What follows belongs to an exercise in optimizing a design on an open flow for a short achievable clock period and few clock cycles; a production flow would make more cautious choices. Function was checked by simulation only, so behaviour that the tests miss may differ from the original. Power is estimated from default activity; no workload was simulated.

==> design.v <==
package mc_pkg;
  localparam logic [5:0] OP_RTYPE = 6'h00, OP_J = 6'h02, OP_BEQ = 6'h04, OP_ADDI = 6'h08, OP_LW = 6'h23, OP_SW = 6'h2B;
  localparam logic [5:0] FN_ADD = 6'h20, FN_SUB = 6'h22, FN_AND = 6'h24, FN_OR = 6'h25, FN_SLT = 6'h2A;
endpackage
module alu
(
  input  logic        sub_i,    
  input  logic        and_i,
  input  logic        or_i,
  input  logic        slt_i,
  input  logic [31:0] a_i,
  input  logic [31:0] b_i,
  output logic [31:0] y_o
);
  logic [31:0] sum;
  logic        lt;
  always_comb begin
    sum = a_i + (sub_i ? ~b_i : b_i) + {31'd0, sub_i};
    lt  = a_i[31] ^ b_i[31] ? a_i[31] : sum[31];
    y_o = and_i ? a_i & b_i :
          or_i  ? a_i | b_i :
          slt_i ? {31'd0, lt} : sum;
  end
endmodule
module reg_file #(
  parameter bit ZERO_ON_RESET = 1'b1
) (
  input  logic        clk,
  input  logic        reset,
  input  logic [4:0]  ra_i,
  input  logic [4:0]  rb_i,
  input  logic [4:0]  wa_i,
  input  logic [31:0] wd_i,
  input  logic        we_i,
  output logic [31:0] rda_o,
  output logic [31:0] rdb_o
);
  logic [31:0] r_q [1:31];
  logic [31:0] r_rd [32];
  always_ff @(posedge clk)
    for (int i = 1; i < 32; i++)
      if (reset && ZERO_ON_RESET) r_q[i] <= '0;
      else if (we_i && wa_i == 5'(i)) r_q[i] <= wd_i;
  always_comb begin
    r_rd[0] = '0;
    for (int i = 1; i < 32; i++) r_rd[i] = r_q[i];
    rda_o = r_rd[ra_i];
    rdb_o = r_rd[rb_i];
  end
endmodule
import mc_pkg::*;
module mc_control
(
  input  logic [31:0] instr_i,
  output logic        legal_o,
  output logic        j_o,
  output logic        beq_o,
  output logic        lw_o,
  output logic        sw_o,
  output logic        imm_o,      
  output logic        use_rs_o,
  output logic        use_rt_o,
  output logic        we_o,       
  output logic [4:0]  dest_o,
  output logic        sub_o,
  output logic        and_o,
  output logic        or_o,
  output logic        slt_o
);
  logic [5:0] op, fn;
  logic rtype, r_ok, addi;
  always_comb begin
    op       = instr_i[31:26];
    fn       = instr_i[5:0];
    rtype    = op == OP_RTYPE;
    r_ok     = rtype && (fn == FN_ADD || fn == FN_SUB || fn == FN_AND || fn == FN_OR || fn == FN_SLT);
    addi     = op == OP_ADDI;
    j_o      = op == OP_J;
    beq_o    = op == OP_BEQ;
    lw_o     = op == OP_LW;
    sw_o     = op == OP_SW;
    legal_o  = r_ok || addi || j_o || beq_o || lw_o || sw_o;
    imm_o    = addi || lw_o || sw_o;
    use_rs_o = r_ok || addi || lw_o || sw_o || beq_o;
    use_rt_o = r_ok || sw_o || beq_o;
    dest_o   = rtype ? instr_i[15:11] : instr_i[20:16];
    we_o     = (r_ok || addi || lw_o) && dest_o != 5'd0;
    sub_o    = fn == FN_SUB || fn == FN_SLT;
    and_o    = rtype && fn == FN_AND;
    or_o     = rtype && fn == FN_OR;
    slt_o    = rtype && fn == FN_SLT;
    if (!rtype) sub_o = 1'b0;
  end
endmodule
import mc_pkg::*;
module mc_processor
#(
  parameter logic [31:0] RESET_ADDR         = 32'h0000_0000,
  parameter bit          ZERO_REGS_ON_RESET = 1'b1
) (
  input  logic        clk,
  input  logic        reset,
  output logic [31:0] inst_addr,
  output logic        inst_req,
  input  logic [31:0] instr,
  input  logic        inst_ready,
  output logic [31:0] data_addr,
  output logic [31:0] data_in,
  output logic        mem_read,
  output logic        mem_write,
  input  logic [31:0] data_out,
  input  logic        mem_ready,
  output logic        retire,
  output logic        halted
);
  logic [31:0] pc_q;
  logic        halted_q;
  logic        x_v, x_ill, x_cbr, x_lw, x_sw, x_we;
  logic        x_sub, x_and, x_or, x_slt;
  logic        x_fa, x_fb, x_fs;
  logic [4:0]  x_dest;
  logic [31:0] x_a, x_b, x_s, x_tgt;
  logic        w_v, w_ill, w_rd, w_wr, w_we;
  logic [4:0]  w_dest;
  logic [31:0] w_res, w_sd;
  logic        d_legal, d_j, d_beq, d_lw, d_sw, d_imm, d_urs, d_urt, d_we;
  logic        d_sub, d_and, d_or, d_slt;
  logic [4:0]  d_dest, rs, rt;
  logic [31:0] rf_a, rf_b, wb_data, byp_a, byp_b, sext, pc4, btgt, jtgt;
  logic [30:0] bsum;
  logic        adv, mp, stop, f_ok, ld_use, issue, d_ubr, w_wen;
  mc_control u_dec (
    .instr_i(instr), .legal_o(d_legal), .j_o(d_j), .beq_o(d_beq), .lw_o(d_lw), .sw_o(d_sw),
    .imm_o(d_imm), .use_rs_o(d_urs), .use_rt_o(d_urt), .we_o(d_we), .dest_o(d_dest),
    .sub_o(d_sub), .and_o(d_and), .or_o(d_or), .slt_o(d_slt)
  );
  assign rs = instr[25:21];
  assign rt = instr[20:16];
  reg_file #(.ZERO_ON_RESET(ZERO_REGS_ON_RESET)) u_rf (
    .clk(clk), .reset(reset), .ra_i(rs), .rb_i(rt),
    .wa_i(w_dest), .wd_i(wb_data), .we_i(w_wen), .rda_o(rf_a), .rdb_o(rf_b)
  );
  logic [31:0] xa, xb, xs, alu_y;
  assign xa = x_fa ? w_res : x_a;
  assign xb = x_fb ? w_res : x_b;
  assign xs = x_fs ? w_res : x_s;
  alu u_alu (.sub_i(x_sub), .and_i(x_and), .or_i(x_or), .slt_i(x_slt), .a_i(xa), .b_i(xb), .y_o(alu_y));
  always_comb begin
    adv     = !((w_rd || w_wr) && !mem_ready);
    mp      = x_v && x_cbr && xa == xb;
    stop    = halted_q || (x_v && x_ill) || w_ill;
    f_ok    = inst_ready && !stop;
    ld_use  = x_v && x_lw && x_we && ((d_urs && rs == x_dest) || (d_urt && rt == x_dest));
    issue   = f_ok && !mp && !ld_use;
    d_ubr   = d_beq && rs == rt;
    w_wen   = w_we && adv;
    wb_data = w_rd ? data_out : w_res;
    byp_a   = w_we && rs == w_dest ? wb_data : rf_a;
    byp_b   = w_we && rt == w_dest ? wb_data : rf_b;
    sext    = {{16{instr[15]}}, instr[15:0]};
    pc4     = pc_q + 32'd4;
    bsum    = {pc_q[31:2], 1'b1} + {sext[29:0], 1'b1};
    btgt    = {bsum[30:1], 2'b00};
    jtgt    = {pc4[31:28], instr[25:0], 2'b00};
  end
  always_ff @(posedge clk)
    if (reset) begin
      pc_q     <= RESET_ADDR;
      halted_q <= 1'b0;
      x_v      <= 1'b0;
      x_ill    <= 1'b0;
      w_v      <= 1'b0;
      w_ill    <= 1'b0;
      w_rd     <= 1'b0;
      w_wr     <= 1'b0;
      w_we     <= 1'b0;
    end else if (adv) begin
      if (mp)             pc_q <= x_tgt;
      else if (issue)     pc_q <= d_j ? jtgt : d_ubr ? btgt : pc4;
      x_v   <= issue;
      x_ill <= !d_legal;
      w_v   <= x_v;
      w_ill <= x_v && x_ill;
      w_rd  <= x_v && x_lw;
      w_wr  <= x_v && x_sw;
      w_we  <= x_v && x_we;
      if (x_v && x_ill) halted_q <= 1'b1;
    end
  always_ff @(posedge clk)
    if (adv) begin
      x_cbr  <= d_beq && !d_ubr;
      x_lw   <= d_lw;
      x_sw   <= d_sw;
      x_we   <= d_we;
      x_dest <= d_dest;
      x_sub  <= d_sub;
      x_and  <= d_and;
      x_or   <= d_or;
      x_slt  <= d_slt;
      x_fa   <= x_v && x_we && rs == x_dest;
      x_fb   <= !d_imm && x_v && x_we && rt == x_dest;
      x_fs   <= x_v && x_we && rt == x_dest;
      x_a    <= byp_a;
      x_b    <= d_imm ? sext : byp_b;
      x_s    <= byp_b;
      x_tgt  <= btgt;
      w_dest <= x_dest;
      w_res  <= alu_y;
      w_sd   <= xs;
    end
  always_comb begin
    inst_addr = pc_q;
    inst_req  = !halted_q;
    data_addr = w_res;
    data_in   = w_sd;
    mem_read  = w_rd;
    mem_write = w_wr;
    retire    = w_v && !w_ill && adv;
    halted    = halted_q;
  end
endmodule
==> run.sh <==
#!/bin/bash
# synth_recipe.tcl (not shown) runs the flow's synth.tcl, then flattens the netlist and writes it again
# the make line also repeats each setting of config.mk as NAME=value (left out here)
make -C /OpenROAD-flow-scripts/flow DESIGN_CONFIG=/design/flow/config.mk WORK_HOME=/design/flow/orfs CLKGATE_MAP_FILE= SYNTH_SCRIPT=/design/flow/synth_recipe.tcl finish
==> config.mk <==
export PLATFORM = sky130hd
export DESIGN_NAME = mc_processor
export DESIGN_NICKNAME = mc_processor
export VERILOG_FILES = /design/flow/design.v
export SDC_FILE = /design/flow/constraint.sdc
export NUM_CORES = 4
export LEC_CHECK = 0
export ABC_CLOCK_PERIOD_IN_PS = 2500
export CAP_MARGIN = 20
export CORE_MARGIN = 2
export CORE_UTILIZATION = 40
export SETUP_SLACK_MARGIN = 3.0
export SLEW_MARGIN = 20
==> constraint.sdc <==
create_clock -name core_clock -period 6.0 [get_ports {clk}]
set_input_delay 1.2000 -clock core_clock [delete_from_list [all_inputs] [get_ports {clk}]]
set_output_delay 1.2000 -clock core_clock [all_outputs]
set_load 0.01 [all_outputs]
==> flow_metrics.env, run 1 <==
export IMPL_antenna_found_initial=30
export IMPL_synthDistinctLibCells=90
export IMPL_status="no timing/DRC/antenna violations"
export IMPL_crit_required_ns=6.53
export IMPL_clk_pin_slew_worst_paths_ns=0.06
export IMPL_clock_root_buffer="clkbuf_16"
export IMPL_insertion_delay_ns=0.83
export IMPL_min_period_over_period_pct=61.3
export IMPL_ios=169
export IMPL_min_period_ns=3.68
export IMPL_die_h_um=393
export IMPL_grt_total_usage_pct=41.4
export IMPL_syn_area_um2=60500
export IMPL_numCtsBuffers=140
export IMPL_final_core_util_pct=51.1
export IMPL_skew_ns=0.0346
export IMPL_slew_headroom_pct=24.8
export IMPL_synth_seq_cells=1241
export IMPL_io_buffer_count=166
export IMPL_post_route_drc_count=0
export IMPL_place_area_um2=65600
export IMPL_p_leak_nw=26.3
export IMPL_grt_pass1_vias=57900
export IMPL_worst_setup_path_start_kind="flip-flop"
export IMPL_critical_path_class="reg -> reg"
export IMPL_startpoint="x_fa"
export IMPL_core_area_um2=150000
export IMPL_synth_area_leaders="dfxtp_1 (34%), a211oi_1 (13%), edfxtp_1 (10%)"
export IMPL_wl_per_cell_um=37.4
export IMPL_die_area_um2=154000
export IMPL_final_common_cell="nor2_1"
export IMPL_cts_sinks=1241
export IMPL_synth_edf_count=211
export IMPL_antenna_left=0
export IMPL_dp_hpwl_um=196000
export IMPL_r2r_start="x_fa"
export IMPL_cts_max_path_buffers=3
export IMPL_worstRegToRegCells=15
export IMPL_viasPerCell=7.12
export IMPL_hold_path_depth=2
export IMPL_globalRoute_totalOverflow=0
export IMPL_power_mw=19.0
export IMPL_instances_no_fill=9036
export IMPL_synthFlopType="dfxtp_1"
export IMPL_max_vdd_ir_drop_mv=0.281
export IMPL_final_cell_mix="nor2_1 (1080), a211oi_1 (1008), dfxtp_1 (1000), buf_4 (491), a22oi_1 (332)"
export IMPL_rows=142
export IMPL_end_kind="flip-flop"
export IMPL_grt_start_max_net_pins=179
export IMPL_finalMaxSlewViolations=0
export IMPL_grt_pass1_wl_um=453000
export IMPL_drt_pass1_iterations=17
export IMPL_synth_top_area_cell="dfxtp_1"
export IMPL_area_growth_syn_to_layout_pct=26.6
export IMPL_ys_seq_area_share_pct=44.5
export IMPL_start_util_pct=40.4
export IMPL_fmax_ghz=0.272
export IMPL_h_tree_depth=4
export IMPL_worstPathMaxFanout=9
export IMPL_async_reset_ff_share_pct=0
export IMPL_design_area_um2=76600
export IMPL_wirelength_um=338000
export IMPL_place_congestion=1.01
export IMPL_setup_violations=0
export IMPL_hp_class="reg -> reg"
export IMPL_power_per_cell_area_nw_per_um2=248
export IMPL_crit_arrival_ns=4.21
export IMPL_nets=7078
export IMPL_ff_latch_area_um2=27000
export IMPL_dp_cells=8379
export IMPL_tritoncts="done"
export IMPL_nFillCells=13700
export IMPL_syn_area_per_cell_um2=9.18
export IMPL_rsz0062_at_grt="yes"
export IMPL_fp_dieW_um=393
export IMPL_yosysWarningCount=6
export IMPL_num_vias=64400
export IMPL_drtIter0Drc=13400
export IMPL_multiInputGateArea_um2=33600
export IMPL_tns_ns=0
export IMPL_synth_cells=6596
export IMPL_yosysTopAreaCellShare_pct=34.1
export IMPL_finalHoldViolCount=0
export IMPL_drive_gt1_share_pct=20.8
export IMPL_maxCapViolations=0
export IMPL_hp_start="w_v"
export IMPL_worstMarginPinSlew_ns=1.13
-- Yosys cell counts, types with 21 or more instances --
cell and instances:
o22ai_1 71, mux2i_1 70, nor3_1 68, inv_1 109
nand3_1 104, a221oi_1 298, nand4_1 135, a22oi_1 332
mux2_2 100, a21o_1 23, o21ai_0 74, buf_1 25
nand2_1 101, a222oi_1 54, xnor2_1 82, dfxtp_1 1030
and3_1 21, ha_1 124, xor2_1 59, a22o_1 285
buf_2 71, nor2_1 1184, edfxtp_1 211, nor4_1 22
a211oi_1 1018, a21oi_1 130, clkbuf_1 584
-- path summary, 6_finish.rpt --
kind               end  slack [ns]
min                w_v        0.46
min reg2reg        w_v        0.46
max          w_res[28]        2.32
max reg2reg  w_res[28]        2.32
-- final cells by class --
cell class                 count  area share (%)
multi-input combinational   4569            43.9
sequential                  1241            35.3
timing repair buffer         822            10.6
clock buffer                 207            5.48
tap                         2016            3.29
clock inverter                52           0.879
inverter                     110           0.565
antenna                       19          0.0621
-- where the power goes --
part           internal (mW)  switching, mW  leakage, nW
combinational          0.406          0.831         13.1
sequential              8.52         0.0646         10.8
clock                   5.37           3.84         2.39
total                   14.3           4.74         26.3
-- critical path: stages (launching register included) --
cell and delay (ns):
edfxtp_1 0.38, buf_12 0.17, buf_4 0.16, buf_4 0.15, mux2_2 0.37, ha_1 0.37
a21o_1 0.20, a21o_1 0.20, a21oi_2 0.19, nor2b_1 0.08, o21ai_2 0.18, o2bb2ai_4 0.18
o22ai_2 0.13, nor3_4 0.34, xor2_1 0.18, o21ai_1 0.07
-- stage by stage --
stage               hold slack [ns]  setup WS [ns]
finish                        0.458           2.32
global route                  0.496           2.20
CTS                           0.456           2.41
detailed placement            0.446          0.604
global placement              0.438          0.609
floorplan                     0.427          0.436
-- cells by family (layout without fill, tap and decap cells) --
family | Yosys count | after routing | share of synthesized area, %
compound gates | 2385 | 2385 | 30.2
xor+xnor | 141 | 141 | 2.04
fa+ha+maj | 126 | 126 | 2.63
buf+inv | 796 | 1191 | 5.14
flops | 1241 | 1241 | 44.5
mux | 172 | 176 | 3.06
other cells | 1 | 21 | 0.00620
simple gates | 1734 | 1739 | 12.4
-- metal layers --
metal	vias to the layer above	routed length (µm)	GRT usage, %
li1	26000	-	-
met1	30500	123000	52.7
met2	5929	130000	55.7
met3	1887	53900	18.1
met4	48	30700	28.0
met5	-	457	0.510
-- state kept, by name, indices dropped and copies added, names as in the netlist, 5 cells and up --
register  cells
x_tgt        30
u_rf.r_q    992
w_res        32
pc_q         30
w_sd         32
x_b          32
x_s          32
x_a          32
w_dest        5
x_dest        5
-- timing repair --
action | CTS | global route
gates cloned | 10 | 8
hold buffers | 0 | 0
setup buffers | 276 | 83
setup endpoints to repair | 1210 | 965
gates resized for setup | 404 | 309
pin swaps | 105 | 136
Testbench counts, summed over its fixed seeds: cycles 26,819.
==> run 2, diff against run 1 <==
--- a/design.v
+++ b/design.v
@@ -12,11 +12,13 @@
   input  logic [31:0] b_i,
   output logic [31:0] y_o
 );
+  logic [32:0] s33;
   logic [31:0] sum;
   logic        lt;
   always_comb begin
-    sum = a_i + (sub_i ? ~b_i : b_i) + {31'd0, sub_i};
-    lt  = a_i[31] ^ b_i[31] ? a_i[31] : sum[31];
+    s33 = {a_i, 1'b1} + {b_i, sub_i};
+    sum = s33[32:1];
+    lt  = a_i[31] == b_i[31] ? a_i[31] : sum[31];
     y_o = and_i ? a_i & b_i :
           or_i  ? a_i | b_i :
           slt_i ? {31'd0, lt} : sum;
@@ -117,7 +119,7 @@
   logic        halted_q;
   logic        x_v, x_ill, x_cbr, x_lw, x_sw, x_we;
   logic        x_sub, x_and, x_or, x_slt;
-  logic        x_fa, x_fb, x_fs;
+  logic        fa, fb, ld_use;
   logic [4:0]  x_dest;
   logic [31:0] x_a, x_b, x_s, x_tgt;
   logic        w_v, w_ill, w_rd, w_wr, w_we;
@@ -128,7 +130,7 @@
   logic [4:0]  d_dest, rs, rt;
   logic [31:0] rf_a, rf_b, wb_data, byp_a, byp_b, sext, pc4, btgt, jtgt;
   logic [30:0] bsum;
-  logic        adv, mp, stop, f_ok, ld_use, issue, d_ubr, w_wen;
+  logic        adv, mp, stop, f_ok, issue, d_ubr, w_wen;
   mc_control u_dec (
     .instr_i(instr), .legal_o(d_legal), .j_o(d_j), .beq_o(d_beq), .lw_o(d_lw), .sw_o(d_sw),
     .imm_o(d_imm), .use_rs_o(d_urs), .use_rt_o(d_urt), .we_o(d_we), .dest_o(d_dest),
@@ -140,18 +142,17 @@
     .clk(clk), .reset(reset), .ra_i(rs), .rb_i(rt),
     .wa_i(w_dest), .wd_i(wb_data), .we_i(w_wen), .rda_o(rf_a), .rdb_o(rf_b)
   );
-  logic [31:0] xa, xb, xs, alu_y;
-  assign xa = x_fa ? w_res : x_a;
-  assign xb = x_fb ? w_res : x_b;
-  assign xs = x_fs ? w_res : x_s;
-  alu u_alu (.sub_i(x_sub), .and_i(x_and), .or_i(x_or), .slt_i(x_slt), .a_i(xa), .b_i(xb), .y_o(alu_y));
+  logic [31:0] alu_y;
+  alu u_alu (.sub_i(x_sub), .and_i(x_and), .or_i(x_or), .slt_i(x_slt), .a_i(x_a), .b_i(x_b), .y_o(alu_y));
   always_comb begin
     adv     = !((w_rd || w_wr) && !mem_ready);
-    mp      = x_v && x_cbr && xa == xb;
+    mp      = x_v && x_cbr && x_a == x_b;
     stop    = halted_q || (x_v && x_ill) || w_ill;
     f_ok    = inst_ready && !stop;
     ld_use  = x_v && x_lw && x_we && ((d_urs && rs == x_dest) || (d_urt && rt == x_dest));
     issue   = f_ok && !mp && !ld_use;
+    fa      = x_v && x_we && rs == x_dest;
+    fb      = x_v && x_we && rt == x_dest;
     d_ubr   = d_beq && rs == rt;
     w_wen   = w_we && adv;
     wb_data = w_rd ? data_out : w_res;
@@ -197,16 +198,13 @@
       x_and  <= d_and;
       x_or   <= d_or;
       x_slt  <= d_slt;
-      x_fa   <= x_v && x_we && rs == x_dest;
-      x_fb   <= !d_imm && x_v && x_we && rt == x_dest;
-      x_fs   <= x_v && x_we && rt == x_dest;
-      x_a    <= byp_a;
-      x_b    <= d_imm ? sext : byp_b;
-      x_s    <= byp_b;
+      x_a    <= fa ? alu_y : byp_a;
+      x_b    <= d_imm ? sext : fb ? alu_y ^ {32{d_sub}} : byp_b ^ {32{d_sub}};
+      x_s    <= fb ? alu_y : byp_b;
       x_tgt  <= btgt;
       w_dest <= x_dest;
       w_res  <= alu_y;
-      w_sd   <= xs;
+      w_sd   <= x_s;
     end
   always_comb begin
     inst_addr = pc_q;
==> run 2 against run 1 <==
  * Total power grew 1.5%
  * Wire length increased by 10%
  * Synthesized cell count up 8.1%
  * Register-to-register slack better by 0.41 ns
  * Hold slack got worse by 0.041 ns
  * Maximum frequency up 5.9%
  * Clock skew is 0.036 ns higher
  * Sequential power about the same
  * Cell count up 7.7%
  * Flip-flop and latch count is 3 lower
  * Count of clock-buffer cells in the layout decreased by 18
==> flow_metrics.env, run 2 <==
export IMPL_worst_setup_path_start_kind="input port"
export IMPL_crit_required_ns=6.57
export IMPL_hold_slack_ns=0.417
export IMPL_slowest_delay_ns=0.65
export IMPL_yosysTopAreaCellShare_pct=33.2
export IMPL_largest_register_ffs=992
export IMPL_cts_sinks=1238
export IMPL_insertion_delay_ns=0.88
export IMPL_worst_path_buf_inv=3
export IMPL_worstPathMaxFanout=8
export IMPL_nets=7731
export IMPL_numCtsBuffers=142
export IMPL_worstMarginPinSlew_ns=1.20
export IMPL_place_area_um2=68000
export IMPL_grt_pass1_vias=61800
export IMPL_power_mw=19.3
export IMPL_final_cell_mix="nor2_1 (1120), a211oi_1 (1012), dfxtp_1 (1000), a22oi_1 (596), buf_4 (554)"
export IMPL_antenna_found_initial=19
export IMPL_rows=144
export IMPL_wirelength_um=372000
export IMPL_hp_class="reg -> reg"
export IMPL_worst_slack_ns=2.52
export IMPL_rsz0062_at_grt="yes"
export IMPL_min_period_ns=3.48
export IMPL_h_tree_depth=4
export IMPL_slew_headroom_pct=19.8
export IMPL_fmax_ghz=0.288
export IMPL_end_kind="flip-flop"
export IMPL_nFillCells=13900
export IMPL_clock_root_buffer="clkbuf_16"
export IMPL_dp_hpwl_um=228000
export IMPL_die_area_um2=158000
export IMPL_area_growth_syn_to_layout_pct=33.8
export IMPL_setup_violations=0
export IMPL_globalRoute_totalOverflow=0
export IMPL_power_per_cell_area_nw_per_um2=233
export IMPL_grt_start_max_net_pins=206
export IMPL_drtIter0Drc=12700
export IMPL_core_area_um2=154000
export IMPL_instances_no_fill=9731
export IMPL_crit_arrival_ns=4.04
export IMPL_drt_pass1_iterations=11
export IMPL_wl_per_cell_um=38.2
export IMPL_syn_area_per_cell_um2=8.70
export IMPL_critical_path_class="in -> reg"
export IMPL_async_reset_ff_share_pct=0
export IMPL_yosys_cell_count_top_type="nor2_1"
export IMPL_yosysWarningCount=6
export IMPL_top_register="u_rf.r_q"
export IMPL_min_period_over_period_pct=57.9
export IMPL_fp_dieW_um=398
export IMPL_antenna_left=0
export IMPL_worst_path_max_delay_cell="nor4_4"
export IMPL_grt_total_usage_pct=44.5
export IMPL_grt_pass1_wl_um=499000
export IMPL_io_buffer_count=166
export IMPL_syn_area_um2=62000
export IMPL_crit_chain="buf_16 > and2_4 > buf_12 > and2_4 > a222oi_1 > nand3_1 > nor4_4 > buf_4 > o221ai_2 > o21a_1 > a221o_1"
export IMPL_skew_ns=0.0705
export IMPL_synth_area_leaders="dfxtp_1 (33%), a211oi_1 (12%), edfxtp_1 (10%)"
export IMPL_synthDistinctLibCells=94
export IMPL_synth_seq_cells=1238
export IMPL_maxCapViolations=0
export IMPL_design_area_um2=83000
export IMPL_ios=169
export IMPL_crit_top_cell="and2_4"
export IMPL_place_congestion=1.01
export IMPL_synth_cells=7132
export IMPL_synth_top_area_cell="dfxtp_1"
export IMPL_clk_pin_slew_worst_paths_ns=0.06
export IMPL_pre_cts_slack_ns=-0.0757
export IMPL_start_util_pct=40.3
export IMPL_drive_gt1_share_pct=25.2
export IMPL_synth_edf_count=208
export IMPL_ys_seq_area_share_pct=43.3
export IMPL_max_vdd_ir_drop_mv=0.267
export IMPL_die_h_um=398
export IMPL_p_leak_nw=29.8
export IMPL_num_vias=69100
export IMPL_final_common_cell="nor2_1"
export IMPL_tritoncts="done"
export IMPL_tns_ns=0
export IMPL_finalHoldViolCount=0
export IMPL_synthFlopType="dfxtp_1"
export IMPL_holdBufCountCts=0
export IMPL_dp_cells=8941
export IMPL_yosys_top_cells_count="nor2_1 (1213), dfxtp_1 (1030), a211oi_1 (1025)"
export IMPL_crit_family="simple AND/OR/NAND/NOR gates"
export IMPL_finalMaxSlewViolations=0
export IMPL_cts_max_path_buffers=3
export IMPL_status="no timing/DRC/antenna violations"
export IMPL_final_core_util_pct=53.9
export IMPL_post_route_drc_count=0
export IMPL_viasPerCell=7.10
-- run 2: kinds of logic (layout without fill, tap and decap cells) --
kind of cell | after synthesis | after routing | share of synthesized area, %
other | 1 | 12 | 0.00605
AND/OR/NAND/NOR | 2290 | 2302 | 16.5
buffers and inverters | 866 | 1398 | 5.53
multiplexers | 75 | 75 | 1.27
AO/OA/AOI/OAI | 2476 | 2476 | 30.2
adder cells (fa/ha/maj) | 96 | 96 | 1.96
flip-flops | 1238 | 1238 | 43.3
XOR/XNOR | 90 | 90 | 1.27
-- run 2: timing repair --
item	CTS	global route
cloned	16	9
resized for setup	905	384
endpoints found under the setup margin	1083	435
pin swaps	266	250
setup buffers	349	149
-- run 2: per-layer routing --
layer | vias up | global-route usage (%) | part of all wire [%]
met5 | - | 1.60 | 0.15
met4 | 28 | 31.3 | 9.1
met1 | 33100 | 55.5 | 36
li1 | 27900 | - | -
met3 | 1927 | 18.1 | 15
met2 | 6136 | 61.8 | 40
-- run 2: final cells by class --
cell class / instances / area (µm²) / area share, %
Antenna cell: 10 / 25.0 / 0.0301
Clock buffer: 189 / 3950 / 4.76
Clock inverter: 65 / 935 / 1.13
Inverter: 121 / 509 / 0.613
Multi-Input combinational cell: 5041 / 37000 / 44.6
Sequential cell: 1238 / 26900 / 32.4
Tap cell: 2044 / 2560 / 3.08
Timing Repair Buffer: 1023 / 11100 / 13.3
-- run 2: power by group --
group	switching, mW	internal (mW)
clock network	3.99	5.24
logic	0.983	0.541
registers	0.0643	8.50
-- run 2: path summary, 6_finish.rpt --
| kind | start | endpoint | slack, ns | depth (start not counted) |
|---|---|---|---|---|
| worst max-delay path | instr[19] | x_b[11] | 2.52 | 11 |
| worst min-delay path | x_s[31] | w_sd[31] | 0.42 | 0 |
| worst max register to register | x_b[18] | x_b[21] | 2.73 | 13 |
| worst min register to register | x_s[31] | w_sd[31] | 0.42 | 0 |
Testbench counts of run 2, summed over its fixed seeds: cycles 26,819.
==> run 3, diff against run 2 <==
--- a/design.v
+++ b/design.v
@@ -31,9 +31,9 @@
   input  logic        reset,
   input  logic [4:0]  ra_i,
   input  logic [4:0]  rb_i,
-  input  logic [4:0]  wa_i,
   input  logic [31:0] wd_i,
   input  logic        we_i,
+  input  logic [31:1] wsel_i,   
   output logic [31:0] rda_o,
   output logic [31:0] rdb_o
 );
@@ -42,7 +42,7 @@
   always_ff @(posedge clk)
     for (int i = 1; i < 32; i++)
       if (reset && ZERO_ON_RESET) r_q[i] <= '0;
-      else if (we_i && wa_i == 5'(i)) r_q[i] <= wd_i;
+      else if (we_i && wsel_i[i]) r_q[i] <= wd_i;
   always_comb begin
     r_rd[0] = '0;
     for (int i = 1; i < 32; i++) r_rd[i] = r_q[i];
@@ -121,9 +121,10 @@
   logic        x_sub, x_and, x_or, x_slt;
   logic        fa, fb, ld_use;
   logic [4:0]  x_dest;
-  logic [31:0] x_a, x_b, x_s, x_tgt;
+  logic [31:0] x_a, x_b, x_s, x_tgt, x_pc;
   logic        w_v, w_ill, w_rd, w_wr, w_we;
   logic [4:0]  w_dest;
+  logic [31:1] w_wsel;
   logic [31:0] w_res, w_sd;
   logic        d_legal, d_j, d_beq, d_lw, d_sw, d_imm, d_urs, d_urt, d_we;
   logic        d_sub, d_and, d_or, d_slt;
@@ -140,7 +141,7 @@
   assign rt = instr[20:16];
   reg_file #(.ZERO_ON_RESET(ZERO_REGS_ON_RESET)) u_rf (
     .clk(clk), .reset(reset), .ra_i(rs), .rb_i(rt),
-    .wa_i(w_dest), .wd_i(wb_data), .we_i(w_wen), .rda_o(rf_a), .rdb_o(rf_b)
+    .wd_i(wb_data), .we_i(w_wen), .wsel_i(w_wsel), .rda_o(rf_a), .rdb_o(rf_b)
   );
   logic [31:0] alu_y;
   alu u_alu (.sub_i(x_sub), .and_i(x_and), .or_i(x_or), .slt_i(x_slt), .a_i(x_a), .b_i(x_b), .y_o(alu_y));
@@ -169,17 +170,18 @@
       pc_q     <= RESET_ADDR;
       halted_q <= 1'b0;
       x_v      <= 1'b0;
-      x_ill    <= 1'b0;
       w_v      <= 1'b0;
       w_ill    <= 1'b0;
       w_rd     <= 1'b0;
       w_wr     <= 1'b0;
       w_we     <= 1'b0;
-    end else if (adv) begin
+    end else if (!adv) begin
+      if (x_v) pc_q <= x_pc;
+      x_v <= 1'b0;
+    end else begin
       if (mp)             pc_q <= x_tgt;
       else if (issue)     pc_q <= d_j ? jtgt : d_ubr ? btgt : pc4;
       x_v   <= issue;
-      x_ill <= !d_legal;
       w_v   <= x_v;
       w_ill <= x_v && x_ill;
       w_rd  <= x_v && x_lw;
@@ -187,22 +189,27 @@
       w_we  <= x_v && x_we;
       if (x_v && x_ill) halted_q <= 1'b1;
     end
+  always_ff @(posedge clk) begin
+    x_ill  <= !d_legal;
+    x_cbr  <= d_beq && !d_ubr;
+    x_lw   <= d_lw;
+    x_sw   <= d_sw;
+    x_we   <= d_we;
+    x_dest <= d_dest;
+    x_sub  <= d_sub;
+    x_and  <= d_and;
+    x_or   <= d_or;
+    x_slt  <= d_slt;
+    x_a    <= fa ? alu_y : byp_a;
+    x_b    <= d_imm ? sext : fb ? alu_y ^ {32{d_sub}} : byp_b ^ {32{d_sub}};
+    x_s    <= fb ? alu_y : byp_b;
+    x_tgt  <= btgt;
+    x_pc   <= pc_q;
+  end
   always_ff @(posedge clk)
     if (adv) begin
-      x_cbr  <= d_beq && !d_ubr;
-      x_lw   <= d_lw;
-      x_sw   <= d_sw;
-      x_we   <= d_we;
-      x_dest <= d_dest;
-      x_sub  <= d_sub;
-      x_and  <= d_and;
-      x_or   <= d_or;
-      x_slt  <= d_slt;
-      x_a    <= fa ? alu_y : byp_a;
-      x_b    <= d_imm ? sext : fb ? alu_y ^ {32{d_sub}} : byp_b ^ {32{d_sub}};
-      x_s    <= fb ? alu_y : byp_b;
-      x_tgt  <= btgt;
       w_dest <= x_dest;
+      for (int i = 1; i < 32; i++) w_wsel[i] <= x_dest == 5'(i);
       w_res  <= alu_y;
       w_sd   <= x_s;
     end
==> run 3 against run 2 <==
  * Design area is 1.4% lower
  * Synthesized cell count is 3.1% higher
  * Flip-flop and latch count is 65 higher
  * First-iteration DRC count is 16% higher
  * Clock power is 0.9% higher
  * Non-clock buffer count is 71 lower
  * Via count is 1.8% higher
  * Die area is 0.81% higher
  * Clock skew is 0.017 ns lower
==> flow_metrics.env, run 3 <==
export IMPL_wirelength_um=366000
export IMPL_startpoint="instr[17]"
export IMPL_crit_top_cell="buf_4"
export IMPL_async_reset_ff_share_pct=0
export IMPL_fmax_ghz=0.289
export IMPL_insertion_delay_ns=0.86
export IMPL_final_common_cell="dfxtp_1"
export IMPL_start_util_pct=40.2
export IMPL_setup_violations=0
export IMPL_core_area_um2=156000
export IMPL_largest_register_ffs=992
export IMPL_grt_total_usage_pct=43.0
export IMPL_min_period_over_period_pct=57.7
export IMPL_status="no timing/DRC/antenna violations"
export IMPL_globalRoute_totalOverflow=0
export IMPL_post_route_drc_count=0
export IMPL_synth_seq_cells=1303
export IMPL_yosys_cell_count_top_type="dfxtp_1"
export IMPL_syn_area_um2=62500
export IMPL_ios=169
export IMPL_dp_hpwl_um=208000
export IMPL_top_register="u_rf.r_q"
export IMPL_synthFlopType="dfxtp_1"
export IMPL_end_kind="flip-flop"
export IMPL_power_mw=19.8
export IMPL_pre_cts_slack_ns=0.710
export IMPL_antenna_left=0
export IMPL_tns_ns=0
export IMPL_antenna_found_initial=31
export IMPL_p_leak_nw=29.5
export IMPL_dp_cells=9059
export IMPL_ff_latch_area_um2=27200
export IMPL_h_tree_depth=4
export IMPL_clock_root_buffer="clkbuf_16"
export IMPL_power_per_cell_area_nw_per_um2=242
export IMPL_viasPerCell=7.10
export IMPL_worst_path_buf_inv=3
export IMPL_yosys_top_cells_count="dfxtp_1 (1203), nor2_1 (1199), a211oi_1 (1031)"
export IMPL_yosysTopAreaCellShare_pct=38.5
export IMPL_wl_per_cell_um=36.9
export IMPL_final_cell_mix="dfxtp_1 (1154), nor2_1 (1153), a211oi_1 (1011), a22oi_1 (712), buf_4 (546)"
export IMPL_finalMaxSlewViolations=0
export IMPL_synth_edf_count=100
export IMPL_worst_slack_ns=2.54
export IMPL_nets=7872
export IMPL_place_congestion=1.02
export IMPL_maxCapViolations=0
export IMPL_area_growth_syn_to_layout_pct=30.9
export IMPL_syn_area_per_cell_um2=8.50
export IMPL_clk_pin_slew_worst_paths_ns=0.06
export IMPL_nFillCells=14100
export IMPL_die_h_um=399
export IMPL_drive_gt1_share_pct=22.6
export IMPL_yosysWarningCount=6
export IMPL_multiInputGateArea_um2=36700
export IMPL_cts_sinks=1303
export IMPL_synth_area_leaders="dfxtp_1 (39%), a211oi_1 (12%), a22oi_1 (9.1%)"
export IMPL_worstPathMaxFanout=16
export IMPL_slowest_delay_ns=0.82
export IMPL_crit_arrival_ns=4.18
export IMPL_synthDistinctLibCells=93
export IMPL_slew_headroom_pct=13.1
export IMPL_worst_setup_path_start_kind="input port"
export IMPL_max_vdd_ir_drop_mv=0.263
export IMPL_grt_pass1_vias=62500
export IMPL_grt_pass1_wl_um=489000
export IMPL_drt_pass1_iterations=28
export IMPL_skew_ns=0.0531
export IMPL_num_vias=70400
export IMPL_r2r_start="x_b[0]"
export IMPL_drtIter0Drc=14700
export IMPL_crit_required_ns=6.72
export IMPL_fp_dieW_um=399
export IMPL_hp_start="pc_q[1]"
export IMPL_final_core_util_pct=52.6
export IMPL_cts_max_path_buffers=3
export IMPL_die_area_um2=160000
export IMPL_crit_family="simple AND/OR/NAND/NOR gates"
export IMPL_finalHoldViolCount=0
export IMPL_grt_start_max_net_pins=182
export IMPL_instances_no_fill=9912
export IMPL_rows=145
export IMPL_ys_seq_area_share_pct=43.3
export IMPL_worst_path_max_delay_cell="nor4_4"
export IMPL_worstMarginPinSlew_ns=1.30
export IMPL_rsz0062_at_grt="yes"
export IMPL_crit_chain="buf_16 > buf_4 > and3b_2 > and2_4 > a22oi_1 > nand3_2 > nor4_4 > buf_4 > o22a_1 > o22ai_2 > xnor2_1 > o21ai_1"
export IMPL_critical_path_class="in -> reg"
export IMPL_synth_top_area_cell="dfxtp_1"
export IMPL_io_buffer_count=168
export IMPL_tritoncts="done"
export IMPL_numCtsBuffers=144
export IMPL_synth_cells=7354
export IMPL_min_period_ns=3.46
export IMPL_hp_class="reg -> reg"
-- run 3: cell types whose count changed after synthesis, sizes merged, moves of 16 or more --
cell,previous run,this run
a221o,80,5
a22o,88,32
a22oi,672,760
and3,163,179
buf,113,90
clkbuf,632,689
dfxtp,1030,1203
edfxtp,208,100
mux2,29,13
nand2,359,397
nand3,166,219
nand4,61,89
-- run 3: through the flow --
stage	area, µm²	hold WS, ns
final	81900	0.377
after global routing	81800	0.381
after CTS	78500	0.376
after detailed placement	68100	0.368
after global placement	68100	0.363
after floorplan	64300	0.386
-- run 3: worst paths after layout --
kind	to	slack (ns)	depth (start not counted)
min reg2reg	x_pc[1]	0.38	0
max	x_b[11]	2.54	12
min	x_pc[1]	0.38	0
max reg2reg	w_res[25]	2.84	14
-- run 3: repair_timing --
item / in CTS / in global routing
hold buffers: 0 / 0
gates resized for setup: 615 / 360
buffers inserted: 342 / 168
gates cloned: 36 / 13
endpoints found under the setup margin: 404 / 163
pin swaps: 191 / 219
-- run 3: routing by layer --
layer / up-vias / track usage (%) / routed length, µm
met3: 2197 / 18.3 / 58500
met2: 6650 / 58.1 / 138000
met4: 30 / 29.0 / 34700
met1: 33200 / 54.9 / 133000
li1: 28300 / - / -
met5: - / 0.515 / 943
-- run 3: cell families after synthesis --
group | Yosys count | synth area share (%)
xor gates and xnor gates | 99 | 1.39
AOI/OAI and AO/OA | 2477 | 29.3
DFF | 1303 | 43.3
and+or+nand+nor | 2421 | 17.5
adders and majority gates | 96 | 1.94
buffers and inverters | 898 | 5.55
muxes | 60 | 0.986
-- run 3: area by class of cell --
cell class | instances | area share (%)
antenna | 32 | 0.0978
multi-input combinational | 5187 | 44.8
clock buffer | 211 | 5.03
inverter | 119 | 0.590
tap | 2058 | 3.14
clock inverter | 49 | 0.879
timing repair buffer | 952 | 12.3
timing repair inverter | 1 | 0.0107
sequential | 1303 | 33.2
-- run 3: power by group --
part	total, mW	internal (mW)	switching [mW]	leakage (nW)
sequential	8.93	8.85	0.0848	11.0
clock	9.31	5.29	4.03	2.36
combinational	1.55	0.561	0.991	16.2
total	19.8	14.7	5.10	29.5
Testbench counts of run 3, summed over its fixed seeds: cycles 26,819.
==> run 4, diff against run 3 <==
--- a/design.v
+++ b/design.v
@@ -38,16 +38,20 @@
   output logic [31:0] rdb_o
 );
   logic [31:0] r_q [1:31];
-  logic [31:0] r_rd [32];
+  logic [31:1] v_q;
   always_ff @(posedge clk)
     for (int i = 1; i < 32; i++)
-      if (reset && ZERO_ON_RESET) r_q[i] <= '0;
-      else if (we_i && wsel_i[i]) r_q[i] <= wd_i;
-  always_comb begin
-    r_rd[0] = '0;
-    for (int i = 1; i < 32; i++) r_rd[i] = r_q[i];
-    rda_o = r_rd[ra_i];
-    rdb_o = r_rd[rb_i];
+      if (we_i && wsel_i[i]) r_q[i] <= wd_i;
+  always_ff @(posedge clk)
+    if (reset) v_q <= ZERO_ON_RESET ? '0 : '1;
+    else v_q <= v_q | ({31{we_i}} & wsel_i);
+  always_comb begin
+    rda_o = '0;
+    rdb_o = '0;
+    for (int i = 1; i < 32; i++) begin
+      rda_o = rda_o | ({32{ra_i == 5'(i) && v_q[i]}} & r_q[i]);
+      rdb_o = rdb_o | ({32{rb_i == 5'(i) && v_q[i]}} & r_q[i]);
+    end
   end
 endmodule
 import mc_pkg::*;
@@ -122,6 +126,11 @@
   logic        fa, fb, ld_use;
   logic [4:0]  x_dest;
   logic [31:0] x_a, x_b, x_s, x_tgt, x_pc;
+  logic        x_pred;
+  logic [3:0]  x_bidx;
+  logic [1:0]  bp_q [16];
+  logic        bp_t, x_eq, u_v, u_eq;
+  logic [3:0]  u_idx;
   logic        w_v, w_ill, w_rd, w_wr, w_we;
   logic [4:0]  w_dest;
   logic [31:1] w_wsel;
@@ -129,7 +138,8 @@
   logic        d_legal, d_j, d_beq, d_lw, d_sw, d_imm, d_urs, d_urt, d_we;
   logic        d_sub, d_and, d_or, d_slt;
   logic [4:0]  d_dest, rs, rt;
-  logic [31:0] rf_a, rf_b, wb_data, byp_a, byp_b, sext, pc4, btgt, jtgt;
+  logic [31:0] rf_a, rf_b, wb_data, sext, pc4, btgt, jtgt, wb_sub, alu_sub;
+  logic        wa, wb;
   logic [30:0] bsum;
   logic        adv, mp, stop, f_ok, issue, d_ubr, w_wen;
   mc_control u_dec (
@@ -147,7 +157,9 @@
   alu u_alu (.sub_i(x_sub), .and_i(x_and), .or_i(x_or), .slt_i(x_slt), .a_i(x_a), .b_i(x_b), .y_o(alu_y));
   always_comb begin
     adv     = !((w_rd || w_wr) && !mem_ready);
-    mp      = x_v && x_cbr && x_a == x_b;
+    x_eq    = x_a == x_b;
+    mp      = x_v && x_cbr && x_eq != x_pred;
+    bp_t    = bp_q[pc_q[5:2]][1];
     stop    = halted_q || (x_v && x_ill) || w_ill;
     f_ok    = inst_ready && !stop;
     ld_use  = x_v && x_lw && x_we && ((d_urs && rs == x_dest) || (d_urt && rt == x_dest));
@@ -157,9 +169,11 @@
     d_ubr   = d_beq && rs == rt;
     w_wen   = w_we && adv;
     wb_data = w_rd ? data_out : w_res;
-    byp_a   = w_we && rs == w_dest ? wb_data : rf_a;
-    byp_b   = w_we && rt == w_dest ? wb_data : rf_b;
+    wa      = w_we && rs == w_dest;
+    wb      = w_we && rt == w_dest;
     sext    = {{16{instr[15]}}, instr[15:0]};
+    wb_sub  = wb_data ^ {32{d_sub}};
+    alu_sub = alu_y ^ {32{d_sub}};
     pc4     = pc_q + 32'd4;
     bsum    = {pc_q[31:2], 1'b1} + {sext[29:0], 1'b1};
     btgt    = {bsum[30:1], 2'b00};
@@ -178,9 +192,10 @@
     end else if (!adv) begin
       if (x_v) pc_q <= x_pc;
       x_v <= 1'b0;
+      pc_q[1:0] <= 2'b00;
     end else begin
-      if (mp)             pc_q <= x_tgt;
-      else if (issue)     pc_q <= d_j ? jtgt : d_ubr ? btgt : pc4;
+      if (mp)             pc_q <= x_pred ? x_pc + 32'd4 : x_tgt;
+      else if (issue)     pc_q <= d_j ? jtgt : d_ubr || (d_beq && bp_t) ? btgt : pc4;
       x_v   <= issue;
       w_v   <= x_v;
       w_ill <= x_v && x_ill;
@@ -188,6 +203,7 @@
       w_wr  <= x_v && x_sw;
       w_we  <= x_v && x_we;
       if (x_v && x_ill) halted_q <= 1'b1;
+      pc_q[1:0] <= 2'b00;
     end
   always_ff @(posedge clk) begin
     x_ill  <= !d_legal;
@@ -200,11 +216,14 @@
     x_and  <= d_and;
     x_or   <= d_or;
     x_slt  <= d_slt;
-    x_a    <= fa ? alu_y : byp_a;
-    x_b    <= d_imm ? sext : fb ? alu_y ^ {32{d_sub}} : byp_b ^ {32{d_sub}};
-    x_s    <= fb ? alu_y : byp_b;
+    x_a    <= ({32{fa}} & alu_y) | ({32{!fa && wa}} & wb_data) | ({32{!fa && !wa}} & rf_a);
+    x_b    <= ({32{d_imm}} & sext) | ({32{!d_imm && fb}} & alu_sub) |
+              ({32{!d_imm && !fb && wb}} & wb_sub) | ({32{!d_imm && !fb && !wb}} & (rf_b ^ {32{d_sub}}));
+    x_s    <= ({32{fb}} & alu_y) | ({32{!fb && wb}} & wb_data) | ({32{!fb && !wb}} & rf_b);
     x_tgt  <= btgt;
     x_pc   <= pc_q;
+    x_pred <= bp_t;
+    x_bidx <= pc_q[5:2];
   end
   always_ff @(posedge clk)
     if (adv) begin
@@ -212,6 +231,20 @@
       for (int i = 1; i < 32; i++) w_wsel[i] <= x_dest == 5'(i);
       w_res  <= alu_y;
       w_sd   <= x_s;
+    end
+  always_ff @(posedge clk)
+    if (reset) begin
+      u_v <= 1'b0;
+      for (int i = 0; i < 16; i++) bp_q[i] <= 2'b01;
+    end else begin
+      u_v   <= adv && x_v && x_cbr;
+      u_eq  <= x_eq;
+      u_idx <= x_bidx;
+      for (int i = 0; i < 16; i++)
+        if (u_v && u_idx == 4'(i)) begin
+          if (u_eq && bp_q[i] != 2'b11)       bp_q[i] <= bp_q[i] + 2'd1;
+          else if (!u_eq && bp_q[i] != 2'b00) bp_q[i] <= bp_q[i] - 2'd1;
+        end
     end
   always_comb begin
     inst_addr = pc_q;
--- a/config.mk
+++ b/config.mk
@@ -5,9 +5,8 @@
 export SDC_FILE = /design/flow/constraint.sdc
 export NUM_CORES = 4
 export LEC_CHECK = 0
-export ABC_CLOCK_PERIOD_IN_PS = 2500
 export CAP_MARGIN = 20
 export CORE_MARGIN = 2
 export CORE_UTILIZATION = 40
-export SETUP_SLACK_MARGIN = 3.0
+export SETUP_SLACK_MARGIN = 4.0
 export SLEW_MARGIN = 20
==> run 4 against run 3 <==
  * Die area rose by 0.45%
  * Largest cell class is now flip-flops and latches
  * Hold slack improved by 0.026 ns
  * Highest routed layer unchanged
  * Total power is 5.4% higher
  * Largest power group is now sequential cells
  * Sequential share of layout area grew 11 points
  * Register-to-register slack better by 0.06 ns
  * Clock power decreased by 2%
  * Still clean
  * Clock skew fell by 0.0093 ns
  * Count of clock-buffer cells in the layout is 23 lower
  * Worst setup slack improved by 0.34 ns
  * Maximum frequency rose by 11%
==> flow_metrics.env, run 4 <==
export IMPL_status="no timing/DRC/antenna violations"
export IMPL_async_reset_ff_share_pct=0
export IMPL_yosysWarningCount=6
export IMPL_crit_arrival_ns=3.85
export IMPL_tritoncts="done"
export IMPL_top_register="u_rf.r_q"
export IMPL_worstPathMaxFanout=7
export IMPL_holdBufCountCts=0
export IMPL_rsz0062_at_grt="yes"
export IMPL_finalHoldViolCount=0
export IMPL_drt_pass1_iterations=19
export IMPL_synth_cells=5069
export IMPL_slew_headroom_pct=21.6
export IMPL_critical_path_class="in -> reg"
export IMPL_numCtsBuffers=148
export IMPL_fmax_ghz=0.321
export IMPL_drive_gt1_share_pct=37.8
export IMPL_start_util_pct=40.3
export IMPL_swShare_pct=23.6
export IMPL_design_area_um2=87500
export IMPL_nets=6141
export IMPL_clkPwrFrac_pct=43.9
export IMPL_core_area_um2=156000
export IMPL_final_common_cell="edfxtp_1"
export IMPL_grt_busiest_layer="met2"
export IMPL_syn_area_per_cell_um2=12.4
export IMPL_syn_area_um2=62800
export IMPL_use_met3_pct=25.0
export IMPL_clock_root_buffer="clkbuf_16"
export IMPL_post_route_drc_count=0
export IMPL_place_congestion=1.00
export IMPL_grt_pass1_wl_um=473000
export IMPL_setup_violations=0
export IMPL_ff_latch_area_um2=38600
export IMPL_tns_ns=0
export IMPL_crit_required_ns=6.73
export IMPL_p_seq_share_pct=49.7
export IMPL_die_area_um2=160000
export IMPL_internal_power_mw=15.9
export IMPL_globalRoute_totalOverflow=0
export IMPL_insertion_delay_ns=0.86
export IMPL_final_cell_mix="edfxtp_1 (1097), buf_4 (531), a22oi_1 (428), a22o_1 (224), nand3_1 (208)"
export IMPL_viasPerCell=7.62
export IMPL_largest_register_ffs=992
export IMPL_grt_pass1_vias=55600
export IMPL_end_kind="flip-flop"
export IMPL_yosys_top_cells_count="edfxtp_1 (1097), a22oi_1 (468), dfxtp_1 (272)"
export IMPL_num_vias=62400
export IMPL_worstMarginPinSlew_ns=1.18
export IMPL_grt_total_usage_pct=43.0
export IMPL_place_area_um2=68200
export IMPL_yosys_cell_count_top_type="edfxtp_1"
export IMPL_grt_start_max_net_pins=65
export IMPL_p_leak_nw=31.9
export IMPL_dp_hpwl_um=181000
export IMPL_finalMaxSlewViolations=0
export IMPL_io_buffer_count=166
export IMPL_synth_edf_count=1097
export IMPL_combPwrFrac_pct=6.4
export IMPL_synthFlopType="edfxtp_1"
export IMPL_use_met1_pct=47.3
export IMPL_antenna_found_initial=24
export IMPL_cts_max_path_buffers=3
export IMPL_die_h_um=400
export IMPL_fp_dieW_um=400
export IMPL_ys_seq_area_share_pct=61.1
export IMPL_synth_top_area_cell="edfxtp_1"
export IMPL_p_sw_mw=4.92
export IMPL_synth_seq_cells=1369
export IMPL_h_tree_depth=4
export IMPL_min_period_over_period_pct=52.0
export IMPL_yosysTopAreaCellShare_pct=52.4
export IMPL_drtIter0Drc=15300
export IMPL_multiInputGateArea_um2=27800
export IMPL_ios=169
export IMPL_skew_ns=0.0438
export IMPL_met2_usage_pct=59.0
export IMPL_nFillCells=12300
export IMPL_hp_class="reg -> reg"
export IMPL_final_core_util_pct=56.1
export IMPL_power_mw=20.9
export IMPL_rows=145
export IMPL_synth_area_leaders="edfxtp_1 (52%), dfxtp_1 (8.7%), a22oi_1 (5.6%)"
export IMPL_clk_pin_slew_worst_paths_ns=0.06
export IMPL_synthDistinctLibCells=100
export IMPL_power_per_cell_area_nw_per_um2=238
export IMPL_max_vdd_ir_drop_mv=0.294
export IMPL_area_growth_syn_to_layout_pct=39.3
export IMPL_worst_setup_path_start_kind="input port"
export IMPL_cts_sinks=1369
export IMPL_antenna_left=0
export IMPL_maxCapViolations=0
export IMPL_min_period_ns=3.12
export IMPL_wirelength_um=367000
export IMPL_wl_per_cell_um=44.9
## run 4: cells by family (layout without fill, tap and decap cells)
logic type / Yosys count / in the layout / share of synthesized area (%)
xor+xnor: 132 / 132 / 1.84
compound gates: 1699 / 1699 / 20.4
flops: 1369 / 1369 / 61.1
simple gates: 1153 / 1176 / 9.48
buf+inv: 522 / 1520 / 3.52
mux: 93 / 95 / 1.61
other cells: 1 / 41 / 0.00597
fa+ha+maj: 100 / 100 / 2.02
## run 4: what timing repair did
item / 4_1_cts / 5_1_grt
resized for setup: 1850 / 383
pin swaps: 452 / 285
cloned: 69 / 25
setup buffers: 511 / 158
setup endpoints to repair: 1659 / 1671
## run 4: power by group through the flow
stage | Sequential [mW] | Combinational (mW) | Clock [mW]
5_1_grt | 10.4 | 1.39 | 9.45
2_1_floorplan | 10.6 | 0.546 | 0
6_report | 10.4 | 1.33 | 9.15
3_3_place_gp | 10.6 | 0.837 | 0
4_1_cts | 10.4 | 1.18 | 9.05
3_5_place_dp | 10.6 | 0.847 | 0
## run 4: routing by layer
layer	wire, µm	part of all wire [%]	up-vias
met3	65400	18	2804
met4	44700	12	29
met5	1390	0.38	-
met1	113000	31	29900
li1	-	-	22400
met2	143000	39	7314
## run 4: final cells by class
type | instances | area share, %
Timing Repair inverter | 4 | 0.0457
Multi-Input combinational cell | 3204 | 31.8
Inverter | 124 | 0.616
Clock buffer | 188 | 4.51
Timing Repair Buffer | 1122 | 15.0
Clock inverter | 82 | 0.838
Tap cell | 2058 | 2.94
Antenna cell | 39 | 0.111
Sequential cell | 1369 | 44.1
## run 4: per-stage QoR
step / hold WS (ns) / worst slack (ns) / std cells
detailed placement: 0.390 / 0.949 / 7118
global route: 0.410 / 2.83 / 8153
global placement: 0.389 / 0.958 / 7118
CTS: 0.403 / 2.94 / 7968
finish: 0.403 / 2.88 / 8190
floorplan: 0.386 / 2.57 / 5070
## run 4: worst paths after layout
| check | from | endpoint | slack [ns] | cells after the start |
|---|---|---|---|---|
| setup / recovery | instr[19] | x_b[16] | 2.88 | 11 |
| hold / removal | x_s[24] | w_sd[24] | 0.40 | 0 |
| setup reg to reg | x_a[19] | pc_q[29] | 2.90 | 15 |
| hold reg to reg | x_s[24] | w_sd[24] | 0.40 | 0 |
## run 4: critical path, stage by stage
cell	delay [ns]
buf_12	0.11
and3_4	0.21
and3_4	0.29
buf_16	0.20
a22o_1	0.22
a221oi_2	0.17
nand4_1	0.56
o221ai_4	0.41
nand2_1	0.09
mux2_2	0.26
o211ai_1	0.10
Testbench counts of run 4, summed over its fixed seeds: cycles 26,541.

-- what the ideal ports hide --
Ports are ideal in the flow. The routed layouts listed here were re-timed in OpenROAD.
Step 1 sets driving cells, clkbuf_16 on the clock port and buf_2 on the other inputs (assumed; they add their load-dependent delay and slew).
Step 2 also shifts input and output timing later by t, the mid clock arrival at the registers, as if the neighbouring blocks saw the same clock.
Slacks: ideal ports / drivers / drivers and shift; pairs: ideal ports / drivers.
| run | t (ns) | slack for setup (ns) | worst setup path after step 2 | cell pins on the clock port's net |
|---|---|---|---|---|
| run 1 | 0.897 | 2.320 / 2.320 / 1.798 | input to register | 1 |
| run 2 | 0.923 | 2.525 / 2.355 / 1.432 | input to register | 1 |
| run 3 | 0.923 | 2.541 / 2.495 / 1.571 | input to register | 1 |
| run 4 | 0.932 | 2.881 / 2.833 / 1.953 | input to register | 1 |
After both steps setup and hold are still met in every run listed. For run 2, which loses most, drivers alone change the setup slack by -0.170 ns; drivers and shift together by -1.093 ns.
